Context: an optimization exercise on an open-source flow, tuned for small area. The choices shown serve that exercise and are no tape-out recipe.
In this exercise RTL edits were held to simulation tests only and were not proved equivalent to the original.
Power is estimated from default activity; no workload was simulated. No driver is modelled on the clock port, so clocking that relies on it looks cheaper here than on a real chip.

== run 1 ==
## sd_wb_top
module sd_wb_top #(
	parameter int FIFO_DEPTH = 4
) (
	input  logic                wb_clock_i,
	input  logic                rst_n_i,
	input  logic                strobe_i,
	input  logic                we_i,
	input  sd_wb_pkg::wb_adr_t  adr_i,
	input  sd_wb_pkg::wb_data_t wb_data_i,
	output logic                ack_o,
	output logic                error_o,
	output sd_wb_pkg::wb_data_t wb_data_o,
	output logic                fifo_write_wait_o,
	output logic                fifo_read_wait_o,
	input  logic                cmd_done_i,
	input  logic                data_done_i,
	input  logic                sd_tx_pop_i,
	input  logic                host_data_valid_i,
	input  sd_wb_pkg::wb_data_t host_data_i,
	output logic                cmd_start_o,
	output logic                data_start_o,
	output sd_wb_pkg::wb_data_t cmd_arg_o,
	output sd_wb_pkg::wb_data_t sd_tx_data_o
);
	logic reg_wr;
	logic fifo_push;
	logic fifo_pop;
	logic cmd_go;
	logic data_go;
	logic resp_ok;
	logic resp_err;
	logic exec_done;
	sd_wb_pkg::wb_data_t reg_rdata;
	sd_wb_pkg::wb_data_t rx_rdata;
	sd_wb_decode decode_i (
		.wb_clock_i     (wb_clock_i),
		.rst_n_i        (rst_n_i),
		.strobe_i       (strobe_i),
		.we_i           (we_i),
		.adr_i          (adr_i),
		.tx_full_i      (fifo_write_wait_o),
		.rx_empty_i     (fifo_read_wait_o),
		.exec_done_i    (exec_done),
		.reg_wr_o       (reg_wr),
		.fifo_push_o    (fifo_push),
		.fifo_pop_o     (fifo_pop),
		.cmd_go_o       (cmd_go),
		.data_go_o      (data_go),
		.resp_ok_o      (resp_ok),
		.resp_err_o     (resp_err)
	);
	sd_reg_bank reg_bank_i (
		.wb_clock_i (wb_clock_i),
		.rst_n_i    (rst_n_i),
		.wr_i       (reg_wr),
		.rd_en_i    (!adr_i[4]),
		.idx_i      (adr_i[3:0]),
		.wdata_i    (wb_data_i),
		.rdata_o    (reg_rdata)
	);
	sd_exec_ctrl exec_ctrl_i (
		.wb_clock_i   (wb_clock_i),
		.rst_n_i      (rst_n_i),
		.cmd_go_i     (cmd_go),
		.data_go_i    (data_go),
		.arg_i        (wb_data_i),
		.cmd_done_i   (cmd_done_i),
		.data_done_i  (data_done_i),
		.cmd_start_o  (cmd_start_o),
		.data_start_o (data_start_o),
		.cmd_arg_o    (cmd_arg_o),
		.exec_done_o  (exec_done)
	);
	sd_wb_fifo #(.FIFO_DEPTH(FIFO_DEPTH)) tx_fifo (
		.wb_clock_i (wb_clock_i),
		.rst_n_i    (rst_n_i),
		.push_i     (fifo_push),
		.pop_i      (sd_tx_pop_i),
  ...
Size in the first run: roughly 5900 cells after synthesis, ~3200 flip-flops, roughly 120000 µm² of cells after synthesis.
clock: 10.0 ns
lec_check: 0
cap_margin: 20
core_margin: 2
core_utilization: 40
slew_margin: 20
run.sh (not shown) runs the stock make flow with config.mk's settings and CLKGATE_MAP_FILE= SYNTH_SCRIPT=/design/flow/synth_recipe.tcl, a recipe that flattens the netlist after the stock synthesis.
Run 1: full flow OK, the timing, design-rule and antenna checks passed
Inputs modified between run 1 and run 2:
==> flow/flow/run.sh (new file) <==
#!/bin/bash
# Standard ORFS layout (the standard.sh) with three changes to how the
# layout is made:
#  - ports are buffered with the smallest buffer, sky130_fd_sc_hd__buf_1, which
#    the resizer may still resize where a net needs more drive;
#  - clock tree built from clkbuf_16 with larger sink clusters and no dummy loads;
#  - placement utilization from config.mk.
# Each tool's full output goes to its own log under orfs/logs; make's output to
# flow_make.log in this folder.
set -euo pipefail
cd "$(dirname "$0")/.."
export BUFFER_PORTS_ARGS="-buffer_cell sky130_fd_sc_hd__buf_1"
export CTS_ARGS="-sink_clustering_enable -repair_clock_nets -dont_use_dummy_load -buf_list sky130_fd_sc_hd__clkbuf_16 -sink_clustering_size 30 -sink_clustering_max_diameter 100"
bash standard.sh finish > flow_make.log 2>&1
==> flow/standard.sh (new file) <==
#!/bin/bash
# synth_recipe.tcl (not shown) runs the flow's synth.tcl, then flattens the netlist and writes it again
# the make line also repeats each setting of config.mk as NAME=value (left out here)
make -C /OpenROAD-flow-scripts/flow DESIGN_CONFIG=/design/flow/config.mk WORK_HOME=/design/flow/orfs CLKGATE_MAP_FILE= SYNTH_SCRIPT=/design/flow/synth_recipe.tcl "${@:-finish}"
diff --git a/flow/config.mk b/flow/config.mk
--- a/flow/config.mk
+++ b/flow/config.mk
@@ -8,4 +8,4 @@
 export CAP_MARGIN = 20
 export CORE_MARGIN = 2
-export CORE_UTILIZATION = 40
+export CORE_UTILIZATION = 65
 export SLEW_MARGIN = 20
removed: flow/run.sh
[summary]
Run 2 finished all stages; the layout is clean.
Run 2 ended up with a higher worst setup slack than run 1 did.
Number of global-route vias before repair: lower on run 2
Run 2 vs run 1: overall die area down
Iteration-0 DRC count of the detailed router for run 2 is higher than for run 1.
Run 1 → run 2: power density relative to cell area went down about 13%, tap cell count went down 1441, net load switching power went down 19%.

Another version of the RTL of sd_wb_top (not shown whole).
Size in the first run: roughly 5100 cells after synthesis, roughly 660 I/O pins, about 0.11 mm2 of cells after synthesis.
==> flow/config.mk <==
export PLATFORM = sky130hd
export DESIGN_NAME = sd_wb_top
export DESIGN_NICKNAME = sd_wb_top
export VERILOG_FILES = /design/flow/design.v
export SDC_FILE = /design/flow/constraint.sdc
export NUM_CORES = 4
export LEC_CHECK = 0
export CAP_MARGIN = 20
export CORE_MARGIN = 2
export CORE_UTILIZATION = 70
export SLEW_MARGIN = 20
==> flow/constraint.sdc <==
create_clock -name core_clock -period 10.0 [get_ports {wb_clock_i}]
set_input_delay 2.0000 -clock core_clock [delete_from_list [all_inputs] [get_ports {wb_clock_i}]]
set_output_delay 2.0000 -clock core_clock [all_outputs]
set_load 0.01 [all_outputs]
standard.sh (not shown) runs the stock make flow with config.mk's settings and CLKGATE_MAP_FILE= SYNTH_SCRIPT=/design/flow/synth_recipe.tcl, a recipe that flattens the netlist after the stock synthesis.
==> flow/flow/run.sh <==
#!/bin/bash
# The standard layout (standard.sh) with these changes to how the layout
# is made:
#  - synthesis is the standard one (synth_recipe.tcl, ORFS synth.tcl) except
#    that ABC maps the combinational logic with flow/abc_area.script, an
#    area-recovering mapping, instead of the delay-first speed script;
#    flip-flop mapping, naming, flattening and renaming are unchanged;
#  - ports are buffered with sky130_fd_sc_hd__buf_1, the smallest buffer;
#  - the clock tree uses clkbuf_8 with sink clusters of up to 16 within 60 um, no dummy loads.
# make's output goes to flow_make.log; each ORFS step logs to orfs/logs.
set -euo pipefail
cd "$(dirname "$0")/.."
W=$PWD
sed 's|log_cmd abc {\*}$abc_args|log_cmd abc {*}[lreplace $abc_args 1 1 $::env(MY_ABC_SCRIPT)]|' \
	"$FLOW_HOME/scripts/synth.tcl" > "$W/flow_synth.tcl"
grep -q MY_ABC_SCRIPT "$W/flow_synth.tcl"
sed "s|source \$::env(SCRIPTS_DIR)/synth.tcl|source $W/flow_synth.tcl|" synth_recipe.tcl > "$W/flow_synth_recipe.tcl"
grep -q "source $W/flow_synth.tcl" "$W/flow_synth_recipe.tcl"
sed "s|SYNTH_SCRIPT=[^ ]*|SYNTH_SCRIPT=$W/flow_synth_recipe.tcl|" standard.sh > "$W/flow_standard.sh"
grep -q "SYNTH_SCRIPT=$W/flow_synth_recipe.tcl" "$W/flow_standard.sh"
export MY_ABC_SCRIPT="$W/flow/abc_area.script"
export BUFFER_PORTS_ARGS="-buffer_cell sky130_fd_sc_hd__buf_1"
export CTS_ARGS="-sink_clustering_enable -repair_clock_nets -dont_use_dummy_load -buf_list sky130_fd_sc_hd__clkbuf_8 -sink_clustering_size 16 -sink_clustering_max_diameter 60"
bash "$W/flow_standard.sh" finish > flow_make.log 2>&1
==> flow/flow/abc_area.script <==
&get -n
&st
&dch
&nf -R 1000
&put
The first run ran to the end with no violations.
Next try:
--- a/flow/flow/run.sh
+++ b/flow/flow/run.sh
@@ -9 +9 @@
-#  - the clock tree uses clkbuf_8 with sink clusters of up to 16 within 60 um, no dummy loads.
+#  - the clock tree uses clkbuf_16 with larger sink clusters, no dummy loads.
@@ -23 +23 @@
-export CTS_ARGS="-sink_clustering_enable -repair_clock_nets -dont_use_dummy_load -buf_list sky130_fd_sc_hd__clkbuf_8 -sink_clustering_size 16 -sink_clustering_max_diameter 60"
+export CTS_ARGS="-sink_clustering_enable -repair_clock_nets -dont_use_dummy_load -buf_list sky130_fd_sc_hd__clkbuf_16 -sink_clustering_size 25 -sink_clustering_max_diameter 100"
- CORE_UTILIZATION: 70 -> 65
Clock power is higher by about 12%. Via count decreases by about 0.7%. Worst setup slack is better by 0.14 ns. Area after synthesis is unchanged. Clock skew is lower by 0.0064 ns. Global-route usage goes down by 1.1 points.
Next try:
--- a/flow/flow/run.sh
+++ b/flow/flow/run.sh
@@ -9 +9 @@
-#  - the clock tree uses clkbuf_16 with larger sink clusters, no dummy loads.
+#  - the clock tree uses clkbuf_8 with sink clusters of up to 18 within 70 um, no dummy loads.
@@ -23 +23 @@
-export CTS_ARGS="-sink_clustering_enable -repair_clock_nets -dont_use_dummy_load -buf_list sky130_fd_sc_hd__clkbuf_16 -sink_clustering_size 25 -sink_clustering_max_diameter 100"
+export CTS_ARGS="-sink_clustering_enable -repair_clock_nets -dont_use_dummy_load -buf_list sky130_fd_sc_hd__clkbuf_8 -sink_clustering_size 18 -sink_clustering_max_diameter 70"
==> flow/flow/abc_area.script (replaced) <==
&get -n
&st
&dch
&nf -R 1000 -C 32 -F 8 -A 8 -E 100
&put
- CORE_UTILIZATION: 65 -> 75
After rerunning: Die area goes down by 13%; global-route usage grows by 4.2 points; final area came out lower by 1.5%; fmax goes down by 2.3%; synthesized area hardly moves.

==> what the ideal ports hide <==
In the flow no input, the clock included, has a driving cell. The finished layouts below were timed again as built, in two steps.
Step 1 assumes that a clkbuf_16 drives the clock port and a buf_2 every other input.
Step 2 times the ports against the registers' clock, not the clock port: input delays grow and output delays shrink by t, the midpoint of the rising clock arrivals with the driver on.
Three values: ideal ports, drivers, drivers and shift; two values: the first two.
run	t, ns	setup WS [ns]	latest minus earliest clock arrival (ns)	worst slew at a driven data input, ns
run 1	1.016	1.512 / 1.483 / 1.483	0.074 / 0.075	0.15
run 2	0.893	2.427 / 2.387 / 2.387	0.059 / 0.059	0.18
the first run of note 2	1.067	2.054 / 1.988 / 1.989	0.081 / 0.081	0.20
the second run of note 2	0.908	2.199 / 2.162 / 2.162	0.057 / 0.058	0.20
the third run of note 2	1.047	2.019 / 1.984 / 1.984	0.062 / 0.062	0.17
After both steps setup and hold are still met in every run listed. The setup slack of the first run of note 2, which loses most, moves by -0.066 ns with the drivers and by -0.065 ns with both steps.
